From an optimization exercise on the open Yosys and OpenROAD flow, aimed at small area and a short achievable clock period; shortcuts taken in it are not production practice. The RTL was checked by simulation tests, not by an equivalence proof against the original design. Power figures rest on the tool's default switching activity, not on a simulated workload.

Setup of run a:
==> flow/design.v (excerpt) <==
module ray_issue_arbiter #(
  parameter int unsigned H_DISP      = 1280,
  parameter int unsigned V_DISP      = 720,
  parameter int unsigned W           = 16,
  parameter int unsigned CNT_W       = 5,
  parameter int unsigned ADDR_W      = 20,
  parameter int unsigned SCALE_SHIFT = 7,
  parameter int unsigned INFL_W      = 12
) (
  input  logic                clk,
  input  logic                rst,
  input  logic                frame_start,
  output logic                frame_busy,
  output logic                frame_done,
  input  logic [3*W-1:0]      cam_pos,
  input  logic [3*W-1:0]      vp_origin,
  input  logic [3*W-1:0]      vp_u,
  input  logic [3*W-1:0]      vp_v,
  input  logic                rec_valid,
  output logic                rec_ready,
  input  logic [3*W-1:0]      rec_pos,
  input  logic [3*W-1:0]      rec_slope,
  input  logic [CNT_W-1:0]    rec_cnt,
  input  logic [ADDR_W-1:0]   rec_addr,
  input  logic                retire,
  output logic                out_valid,
  input  logic                out_ready,
  output logic [3*W-1:0]      out_pos,
  output logic [3*W-1:0]      out_slope,
  output logic [CNT_W-1:0]    out_cnt,
  output logic [ADDR_W-1:0]   out_addr
);
Size in the first run: ~2600 cells after synthesis, about 450 flip-flops, about 440 I/O pins.
clock: 10.0 ns
lec_check: 0
cap_margin: 20
core_margin: 2
core_utilization: 40
cts_buf_list: sky130_fd_sc_hd__clkbuf_4
setup_slack_margin: 5
slew_margin: 20
standard.sh (not shown) runs the stock make flow with config.mk's settings and CLKGATE_MAP_FILE= SYNTH_SCRIPT=/design/flow/synth_recipe.tcl, a recipe that flattens the netlist after the stock synthesis.
==> flow/flow/run.sh <==
#!/bin/bash
set -euo pipefail
bash standard.sh BUFFER_PORTS_ARGS="-buffer_cell sky130_fd_sc_hd__buf_1" SETUP_SLACK_MARGIN=6.0 finish > flow_make.log 2>&1
[inputs] run b vs run a
==> flow/flow/run.sh <==
#!/bin/bash
set -euo pipefail
bash standard.sh BUFFER_PORTS_ARGS="-buffer_cell sky130_fd_sc_hd__buf_1" finish > flow_make.log 2>&1
==> notes.md <==
Total detailed-routing wirelength delta (run b − run a): unfavourable
On relative contribution of the clock network to total power: run b sits below run a.
When the final numbers for run b and run a were put side by side, the net count of the finished layout turned out to be greater in run a.
As far as number of sequential storage elements goes, run a and run b are indistinguishable; the numbers are identical.
For the signed area change from the synthesized netlist to the final layout, run b came in 3.6 points lower than run a did.
Of the two candidates, run a has the better setup slack and run b the worse one.
Taking run a as the reference point, the final cell utilization of the core of run b falls by 1.5 points.
In run b, the maximum net fanout on the critical path came out 18 above the value in run a.


The RTL this note starts from:
==> flow/design.v <==
module ray_issue_arbiter #(
  parameter int unsigned H_DISP      = 1280,
  parameter int unsigned V_DISP      = 720,
  parameter int unsigned W           = 16,
  parameter int unsigned CNT_W       = 5,
  parameter int unsigned ADDR_W      = 20,
  parameter int unsigned SCALE_SHIFT = 7,
  parameter int unsigned INFL_W      = 12
) (
  input  logic                clk,
  input  logic                rst,
  input  logic                frame_start,
  output logic                frame_busy,
  output logic                frame_done,
  input  logic [3*W-1:0]      cam_pos,
  input  logic [3*W-1:0]      vp_origin,
  input  logic [3*W-1:0]      vp_u,
  input  logic [3*W-1:0]      vp_v,
  input  logic                rec_valid,
  output logic                rec_ready,
  input  logic [3*W-1:0]      rec_pos,
  input  logic [3*W-1:0]      rec_slope,
  input  logic [CNT_W-1:0]    rec_cnt,
  input  logic [ADDR_W-1:0]   rec_addr,
  input  logic                retire,
  output logic                out_valid,
  input  logic                out_ready,
  output logic [3*W-1:0]      out_pos,
  output logic [3*W-1:0]      out_slope,
  output logic [CNT_W-1:0]    out_cnt,
  output logic [ADDR_W-1:0]   out_addr
);
  localparam int unsigned XW = (H_DISP > 1) ? $clog2(H_DISP) : 1;
  localparam int unsigned AW = W + SCALE_SHIFT;    
  localparam int unsigned VW = 3 * W;
  localparam int unsigned V3 = AW - 3;
  localparam int unsigned LAST_ADDR = H_DISP * V_DISP - 1;
  typedef enum logic [1:0] {
    IDLE  = 2'd0,
    SCAN  = 2'd1,
    DRAIN = 2'd2
  } state_t;
  state_t              state_q, state_d;
  logic                done_c;
  logic [2:0]          xb_q;      
  logic [ADDR_W-1:0]   pix_addr_q;
  logic [INFL_W-1:0]   inflight_q;
  logic                infl_full_q, infl_zero_q;    
  logic [VW-1:0]       cam_q;
  logic                first_q, rs_q;    
  logic                load_c, issue_c, start_c, row_end_c, last_px_c, retire_eff_c;
  logic [VW-1:0]       new_slope_c;
  assign load_c       = !out_valid || out_ready;
  assign rec_ready    = load_c;
  assign start_c      = (state_q == IDLE) && frame_start;
  assign issue_c      = load_c && !rec_valid && (state_q == SCAN) && !infl_full_q;
  assign row_end_c    = (&pix_addr_q[7:0]) && (xb_q == 3'd4);
  assign last_px_c    = (pix_addr_q == ADDR_W'(LAST_ADDR));
  assign retire_eff_c = retire && !infl_zero_q;
  localparam logic [AW-1:0] K0 = AW'((1 << 7) + (1 << 9) - (1 << 22) - (1 << 18) - (1 << 20) - (1 << 21));
  for (genvar c = 0; c < 3; c++) begin : g_axis
    logic [W-1:0]  u_q, v_q;
    logic [AW-1:0] acc_q, row_q, op_a, op_b, sum;
    logic [W-1:0]  uf, vf;
    logic [AW-1:0] a0, a1, a2, a3, a4, a5, a6;
    logic [AW-1:0] s1, c1, s2, c2, s3, c3, s4, c4, s5, c5, s6, c6;
    assign uf = {vp_u[c*W+W-1], ~vp_u[c*W +: W-1]};    
    assign vf = {~vp_v[c*W+W-1], vp_v[c*W +: W-1]};    
    assign a0 = AW'({vp_origin[c*W +: W], 7'b0});
    assign a1 = AW'({uf, 7'b0});
    assign a2 = AW'({uf, 9'b0});
    assign a3 = AW'({vf, 3'b0});
    assign a4 = AW'({vf, 5'b0});
    assign a5 = AW'({vf, 6'b0});
    assign a6 = AW'({vf, 8'b0});
    assign s1 = a0 ^ a1 ^ a2;
    assign c1 = {((a0 & a1) | (a0 & a2) | (a1 & a2)), 1'b0};
    assign s2 = a3 ^ a4 ^ a5;
    assign c2 = {((a3 & a4) | (a3 & a5) | (a4 & a5)), 1'b0};
    assign s3 = s1 ^ c1 ^ s2;
    assign c3 = {((s1 & c1) | (s1 & s2) | (c1 & s2)), 1'b0};
    assign s4 = c2 ^ a6 ^ K0;
    assign c4 = {((c2 & a6) | (c2 & K0) | (a6 & K0)), 1'b0};
    assign s5 = s3 ^ c3 ^ s4;
    assign c5 = {((s3 & c3) | (s3 & s4) | (c3 & s4)), 1'b0};
    assign s6 = s5 ^ c5 ^ c4;
    assign c6 = {((s5 & c5) | (s5 & c4) | (c5 & c4)), 1'b0};
    assign op_a = rs_q ? row_q : acc_q;
    assign op_b = first_q ? row_q : rs_q ? ~(AW'($signed(v_q))) : AW'($signed(u_q));
    assign sum  = op_a + op_b + AW'(rs_q);
    always_ff @(posedge clk) begin
      if (start_c) begin
        u_q   <= vp_u[c*W +: W];
        v_q   <= vp_v[c*W +: W];
        acc_q <= s6;
        row_q <= c6;
      end else if (issue_c) begin
        acc_q <= sum;
        if (rs_q || first_q) row_q <= sum;
      end
    end
    assign new_slope_c[c*W +: W] = sum[AW-1 -: W];
  end
  always_ff @(posedge clk) begin
    if (start_c) begin
      first_q <= 1'b1;
      rs_q    <= 1'b0;
    end else if (issue_c) begin
      first_q <= 1'b0;
      rs_q    <= row_end_c;
    end
  end
  always_ff @(posedge clk or negedge rst) begin
    if (!rst) state_q <= IDLE;
    else      state_q <= state_d;
  end
  always_comb begin
    state_d = state_q;
    done_c  = 1'b0;
    case (state_q)
      IDLE:  if (frame_start) state_d = SCAN;
      SCAN:  if (issue_c && last_px_c) state_d = DRAIN;
      DRAIN: begin
        if (infl_zero_q) begin
          state_d = IDLE;
          done_c  = 1'b1;
        end
      end
      default: state_d = IDLE;
    endcase
  end
  always_ff @(posedge clk or negedge rst) begin
    if (!rst) begin
      frame_busy <= 1'b0;
      frame_done <= 1'b0;
    end else begin
      frame_busy <= (state_d != IDLE);
      frame_done <= done_c;
    end
  end
  always_ff @(posedge clk) begin
    if (start_c) cam_q <= cam_pos;
  end
  always_ff @(posedge clk or negedge rst) begin
    if (!rst) begin
      xb_q       <= '0;
      pix_addr_q <= '0;
    end else if (issue_c) begin
      if (last_px_c) begin
        xb_q       <= '0;
        pix_addr_q <= '0;
      end else begin
        if (&pix_addr_q[7:0]) xb_q <= row_end_c ? 3'd0 : xb_q + 3'd1;
        pix_addr_q <= pix_addr_q + ADDR_W'(1);
      end
    end
  end
  always_ff @(posedge clk or negedge rst) begin
    if (!rst) begin
      inflight_q  <= '0;
      infl_full_q <= 1'b0;
      infl_zero_q <= 1'b1;
    end else begin
      case ({issue_c, retire_eff_c})
        2'b10: begin
          inflight_q  <= inflight_q + INFL_W'(1);
          infl_full_q <= (inflight_q == INFL_W'((1 << INFL_W) - 2));
          infl_zero_q <= 1'b0;
        end
        2'b01: begin
          inflight_q  <= inflight_q - INFL_W'(1);
          infl_full_q <= 1'b0;
          infl_zero_q <= (inflight_q == INFL_W'(1));
        end
        default: ;
      endcase
    end
  end
  always_ff @(posedge clk or negedge rst) begin
    if (!rst) begin
      out_valid <= 1'b0;
      out_pos   <= '0;
      out_slope <= '0;
      out_cnt   <= '0;
      out_addr  <= '0;
    end else if (load_c) begin
      if (rec_valid) begin
        out_valid <= 1'b1;
        out_pos   <= rec_pos;
        out_slope <= rec_slope;
        out_cnt   <= rec_cnt;
        out_addr  <= rec_addr;
      end else if (issue_c) begin
        out_valid <= 1'b1;
        out_pos   <= cam_q;
        out_slope <= new_slope_c;
        out_cnt   <= '0;
        out_addr  <= pix_addr_q;
      end else begin
        out_valid <= 1'b0;
      end
    end
  end
endmodule
clock: 10.0 ns
lec_check: 0
cap_margin: 20
core_margin: 2
core_utilization: 40
cts_buf_list: sky130_fd_sc_hd__clkbuf_4
setup_slack_margin: 5
slew_margin: 20
==> flow/flow/run.sh <==
#!/bin/bash
set -euo pipefail
bash standard.sh BUFFER_PORTS_ARGS="-buffer_cell sky130_fd_sc_hd__buf_1" SETUP_SLACK_MARGIN=5.6 finish > flow_make.log 2>&1
Change:
==> flow/flow/run.sh (replaced) <==
#!/bin/bash
set -euo pipefail
bash standard.sh BUFFER_PORTS_ARGS="-buffer_cell sky130_fd_sc_hd__buf_1" SETUP_SLACK_MARGIN=5.6 CTS_ARGS="-sink_clustering_enable -repair_clock_nets -buf_list sky130_fd_sc_hd__clkbuf_8 -dont_use_dummy_load -sink_clustering_size 14 -sink_clustering_max_diameter 40" finish > flow_make.log 2>&1
Power came out lower by a few percent.
Fmax barely changes.
Core utilization falls by 0.67 points.
Change:
==> flow/flow/run.sh (replaced) <==
#!/bin/bash
set -euo pipefail
bash standard.sh BUFFER_PORTS_ARGS="-buffer_cell sky130_fd_sc_hd__buf_1" SETUP_SLACK_MARGIN=5.6 CTS_ARGS="-sink_clustering_enable -repair_clock_nets -buf_list sky130_fd_sc_hd__clkbuf_4 -dont_use_dummy_load -sink_clustering_size 10 -sink_clustering_max_diameter 35" finish > flow_make.log 2>&1
Global-route usage is about the same.
Sequential share of layout area came out higher by 0.62 points.
Clock skew came out higher by 37 ps.
Via count is about the same.
Non-clock buffer count came out lower by 2.
Worst hold slack is about the same.
Routed wire length came out lower by 0.50%.
Power came out lower by 7.1%.
Setup slack barely changes.
Critical path depth stays the same.
Count of clock-buffer cells in the layout came out higher by 12.
Change:
==> flow/flow/run.sh (replaced) <==
#!/bin/bash
set -euo pipefail
bash standard.sh BUFFER_PORTS_ARGS="-buffer_cell sky130_fd_sc_hd__buf_1" SETUP_SLACK_MARGIN=6.5 finish > flow_make.log 2>&1
Wire length goes up by about 8%.
Combinational power goes up by about 26%.
Global-route usage goes up by 1.6 points.
Utilization goes up by 8.1 points.
Clock power goes up by 61%.
Setup slack degrades by 9.1 ps.
Power goes up by 22%.
Design area goes up by 18%.

port drivers added, routing unchanged:
No port has a modelled driver above. Below, the same layouts with a new extraction and two added sets of constraints. Step 1 (the two cells are an assumption about what drives the block):
set clk [get_ports {clk}]
set_driving_cell -lib_cell sky130_fd_sc_hd__clkbuf_16 $clk
set_driving_cell -lib_cell sky130_fd_sc_hd__buf_2 [delete_from_list [all_inputs] $clk]
Step 2 times the ports against the registers' clock, not the clock port: input delays grow and output delays shrink by t, the midpoint of the rising clock arrivals with the driver on. a / b / c = ideal ports / drivers / drivers and shift; a / b = the first two.
| run | t (ns) | slack for setup (ns) | worst setup path at the end | slew at the worst register clock pin (ns) |
|---|---|---|---|---|
| run a | 1.014 | 5.543 / 5.498 / 5.098 | input to register | 0.08 / 0.08 |
| run b | 0.994 | 5.062 / 5.036 / 4.661 | input to register | 0.07 / 0.07 |
| the first run of note 2 | 1.034 | 5.574 / 5.531 / 4.723 | input to register | 0.08 / 0.08 |
| the second run of note 2 | 0.718 | 5.562 / 5.519 / 5.017 | input to register | 0.08 / 0.08 |
| the third run of note 2 | 0.910 | 5.565 / 5.521 / 4.866 | input to register | 0.10 / 0.10 |
| the fourth run of note 2 | 0.981 | 5.556 / 5.514 / 5.299 | input to register | 0.09 / 0.09 |
After both steps setup and hold are still met in every run listed. The setup slack of the first run of note 2, which loses most, moves by -0.043 ns with the drivers and by -0.851 ns with both steps.
